Background: an optimization exercise with open tools, aiming at small area and a short achievable clock period. Do not read the settings as production practice.
RTL that was checked went through simulation tests only; none was proved equivalent to the original.
Power figures rest on the tool's default switching activity, not on a simulated workload.

==> module sync_fifo, before the edit <==
module sync_fifo #(
	parameter int WIDTH = 13,
	parameter int DEPTH = 32,
	parameter int NHI = DEPTH / 8 + 1,
	parameter bit RD2 = 1'b1                
)(
	input  logic                  RCLK,
	input  logic                  phase_i,   
	input  logic                  wr_en_i,   
	input  logic [WIDTH-1:0]      din_i,
	input  logic                  rd_a_i,
	input  logic                  rd_b_i,
	input  logic [7:0]            cnt_lo_i,  
	input  logic [NHI-1:0]        cnt_hi_i,  
	output logic [WIDTH-1:0]      dout_o     
);
	localparam int NGRP = DEPTH / 4;
	localparam int NSPLIT = 1;
	localparam int W0 = (WIDTH + NSPLIT - 1) / NSPLIT;
	logic [DEPTH-1:0][WIDTH-1:0] mem;
	logic [DEPTH-1:0][WIDTH-1:0] mem_d;
	logic [WIDTH-1:0] din_x;
	logic [NGRP-1:0] wr_rd, wr_nrd, rd_nwr, nrd_nwr;
	for (genvar g = 0; g < NGRP; g++) begin : g_grp
		sync_fifo_glob #(.RD2(RD2)) glob (
			.wr_i(wr_en_i), .rd_a_i(rd_a_i), .rd_b_i(rd_b_i),
			.wr_rd_o(wr_rd[g]), .wr_nrd_o(wr_nrd[g]), .rd_nwr_o(rd_nwr[g]), .nrd_nwr_o(nrd_nwr[g])
		);
	end
	assign din_x = din_i ^ {WIDTH{phase_i}};
	logic [DEPTH:0] at;
	for (genvar i = 0; i <= DEPTH; i++) begin : g_at
		sync_fifo_at at_dec (.lo_i(cnt_lo_i[i % 8]), .hi_i(cnt_hi_i[i / 8]), .at_o(at[i]));
	end
	for (genvar i = 0; i < DEPTH; i++) begin : g_row
		for (genvar p = 0; p < NSPLIT; p++) begin : g_part
			localparam int LO = p * W0;
			localparam int HI = (p == NSPLIT - 1) ? WIDTH - 1 : LO + W0 - 1;
			logic ld, sh, hd;
			sync_fifo_ctl ctl (
				.wr_rd_i(wr_rd[i / 4]), .wr_nrd_i(wr_nrd[i / 4]),
				.rd_nwr_i(rd_nwr[i / 4]), .nrd_nwr_i(nrd_nwr[i / 4]),
				.at_i(at[i]), .at_next_i(at[i + 1]),
				.ld_o(ld), .sh_o(sh), .hd_o(hd)
			);
			sync_fifo_row #(.WIDTH(HI - LO + 1)) row (
				.ld_i(ld), .sh_i(sh), .hd_i(hd),
				.din_i(din_x[HI:LO]), .next_i(mem[(i + 1) % DEPTH][HI:LO]), .self_i(mem[i][HI:LO]),
				.d_o(mem_d[i][HI:LO])
			);
		end
	end
	always_ff @(posedge RCLK) begin
		mem <= mem_d;
	end
	assign dout_o = mem[0] ^ {WIDTH{phase_i}};
endmodule
==> module sync_fifo_ctl, before the edit <==
module sync_fifo_ctl (
	input  logic wr_rd_i,     
	input  logic wr_nrd_i,    
	input  logic rd_nwr_i,    
	input  logic nrd_nwr_i,   
	input  logic at_i,        
	input  logic at_next_i,   
	output logic ld_o,
	output logic sh_o,
	output logic hd_o
);
	assign ld_o = (wr_rd_i && at_next_i) || (wr_nrd_i && at_i);
	assign sh_o = rd_nwr_i || (wr_rd_i && !at_next_i);
	assign hd_o = nrd_nwr_i || (wr_nrd_i && !at_i);
endmodule
==> module sync_fifo_at, before the edit <==
module sync_fifo_at (
	input  logic lo_i,
	input  logic hi_i,
	output logic at_o
);
	assign at_o = lo_i && hi_i;
endmodule
==> flow/config.mk <==
export PLATFORM = sky130hd
export DESIGN_NAME = eth_readout
export DESIGN_NICKNAME = eth_readout
export VERILOG_FILES = /design/flow/design.v
export SDC_FILE = /design/flow/constraint.sdc
export NUM_CORES = 4
export LEC_CHECK = 0
export CAP_MARGIN = 20
export CORE_MARGIN = 2
export CORE_UTILIZATION = 55
export SETUP_SLACK_MARGIN = 1.2
export SLEW_MARGIN = 20
export SYNTH_HIERARCHICAL = 1
export SYNTH_MINIMUM_KEEP_SIZE = 0
==> flow/constraint.sdc <==
create_clock -name core_clock -period 3.0 [get_ports {RCLK}]
set_input_delay 0.6000 -clock core_clock [delete_from_list [all_inputs] [get_ports {RCLK}]]
set_output_delay 0.6000 -clock core_clock [all_outputs]
set_load 0.01 [all_outputs]
standard.sh (not shown) runs the stock make flow with config.mk's settings and CLKGATE_MAP_FILE= SYNTH_SCRIPT=/design/flow/synth_recipe.tcl, a recipe that flattens the netlist after the stock synthesis.
==> flow/flow/run.sh <==
#!/bin/bash
# Standard ORFS layout (the standard.sh, standard synthesis) with a few
# ORFS variables changed:
#  - port buffers are buf_4 cells, and sizing may change a cell's footprint,
#  - CTS without dummy loads and with larger sink clusters.
# Each step's full output is in synth.log / layout.log here and in orfs/logs.
set -euo pipefail
bash standard.sh synth > synth.log 2>&1
bash standard.sh MATCH_CELL_FOOTPRINT=0 \
  "BUFFER_PORTS_ARGS=-buffer_cell sky130_fd_sc_hd__buf_4" \
  "CTS_ARGS=-sink_clustering_enable -repair_clock_nets -dont_use_dummy_load -sink_clustering_size 24 -sink_clustering_max_diameter 80" \
  finish > layout.log 2>&1
The first run went through all stages and came out clean.
Change:
--- a/flow/design.v
+++ b/flow/design.v
@@ -35,10 +35,10 @@
 	input  logic [7:0]            cnt_lo_i,  
 	input  logic [NHI-1:0]        cnt_hi_i,  
 	output logic [WIDTH-1:0]      dout_o     
 );
-	localparam int NGRP = DEPTH / 4;
-	localparam int NSPLIT = 1;
+	localparam int NGRP = DEPTH / 8;
+	localparam int NSPLIT = (WIDTH > 16) ? 2 : 1;
 	localparam int W0 = (WIDTH + NSPLIT - 1) / NSPLIT;
 	logic [DEPTH-1:0][WIDTH-1:0] mem;
 	logic [DEPTH-1:0][WIDTH-1:0] mem_d;
 	logic [WIDTH-1:0] din_x;
@@ -49,21 +49,18 @@
 			.wr_rd_o(wr_rd[g]), .wr_nrd_o(wr_nrd[g]), .rd_nwr_o(rd_nwr[g]), .nrd_nwr_o(nrd_nwr[g])
 		);
 	end
 	assign din_x = din_i ^ {WIDTH{phase_i}};
-	logic [DEPTH:0] at;
-	for (genvar i = 0; i <= DEPTH; i++) begin : g_at
-		sync_fifo_at at_dec (.lo_i(cnt_lo_i[i % 8]), .hi_i(cnt_hi_i[i / 8]), .at_o(at[i]));
-	end
 	for (genvar i = 0; i < DEPTH; i++) begin : g_row
 		for (genvar p = 0; p < NSPLIT; p++) begin : g_part
 			localparam int LO = p * W0;
 			localparam int HI = (p == NSPLIT - 1) ? WIDTH - 1 : LO + W0 - 1;
 			logic ld, sh, hd;
 			sync_fifo_ctl ctl (
-				.wr_rd_i(wr_rd[i / 4]), .wr_nrd_i(wr_nrd[i / 4]),
-				.rd_nwr_i(rd_nwr[i / 4]), .nrd_nwr_i(nrd_nwr[i / 4]),
-				.at_i(at[i]), .at_next_i(at[i + 1]),
+				.wr_rd_i(wr_rd[i / 8]), .wr_nrd_i(wr_nrd[i / 8]),
+				.rd_nwr_i(rd_nwr[i / 8]), .nrd_nwr_i(nrd_nwr[i / 8]),
+				.lo_i(cnt_lo_i[i % 8]), .hi_i(cnt_hi_i[i / 8]),
+				.lo_next_i(cnt_lo_i[(i + 1) % 8]), .hi_next_i(cnt_hi_i[(i + 1) / 8]),
 				.ld_o(ld), .sh_o(sh), .hd_o(hd)
 			);
 			sync_fifo_row #(.WIDTH(HI - LO + 1)) row (
 				.ld_i(ld), .sh_i(sh), .hd_i(hd),
@@ -112,24 +109,22 @@
 	input  logic wr_rd_i,     
 	input  logic wr_nrd_i,    
 	input  logic rd_nwr_i,    
 	input  logic nrd_nwr_i,   
-	input  logic at_i,        
-	input  logic at_next_i,   
+	input  logic lo_i,        
+	input  logic hi_i,        
+	input  logic lo_next_i,   
+	input  logic hi_next_i,
 	output logic ld_o,
 	output logic sh_o,
 	output logic hd_o
 );
-	assign ld_o = (wr_rd_i && at_next_i) || (wr_nrd_i && at_i);
-	assign sh_o = rd_nwr_i || (wr_rd_i && !at_next_i);
-	assign hd_o = nrd_nwr_i || (wr_nrd_i && !at_i);
-endmodule
-module sync_fifo_at (
-	input  logic lo_i,
-	input  logic hi_i,
-	output logic at_o
-);
-	assign at_o = lo_i && hi_i;
+	logic at, at_next;
+	assign at = lo_i && hi_i;
+	assign at_next = lo_next_i && hi_next_i;
+	assign ld_o = (wr_rd_i && at_next) || (wr_nrd_i && at);
+	assign sh_o = rd_nwr_i || (wr_rd_i && !at_next);
+	assign hd_o = nrd_nwr_i || (wr_nrd_i && !at);
 endmodule
 `timescale 1ns/10ps
 `timescale 1ns/10ps
 `timescale 1ns/10ps
- count of clock-buffer cells in the layout shrinks by 1
- routed wire length shrinks by a few percent
- core utilization grows by 0.14 points
- area after synthesis shrinks slightly
- final cell count grows by a few percent
- via count grows by a few percent
- total power hardly moves
- setup slack gets better by 41 ps
- die area shrinks slightly
- first-iteration DRC count shrinks by roughly a tenth
- synthesized cell count grows by a few percent
- global-route usage shrinks by 0.97 points
- sequential cell count stays the same
Function not checked in the first run of this note: the RTL went through the layout flow alone.

## afterwards: timing with drivers on the ports
How much do the figures lean on ideal ports? The routed layouts below were timed once more, with nothing changed but the port constraints. Step 1, drivers: a clkbuf_16 drives RCLK and a buf_2 each remaining input, both assumed. Step 2 also shifts input and output timing later by t, the mid clock arrival at the registers, as if the neighbouring blocks saw the same clock. a / b / c = ideal ports / drivers / drivers and shift; a / b = the first two.
run	t (ns)	setup WS [ns]	hold WS [ns]	clock arrival spread, ns	cell pins on the clock port's net
the first run	0.658	1.154 / 1.154 / 0.724	0.133 / 0.095 / 0.439	0.042 / 0.042	1
the second run	0.663	1.194 / 1.134 / 0.813	0.069 / 0.024 / 0.443	0.039 / 0.039	1
After both steps every run listed still meets setup and hold. The setup slack of the first run, which loses most, moves by 0.000 ns with the drivers and by -0.430 ns with both steps.
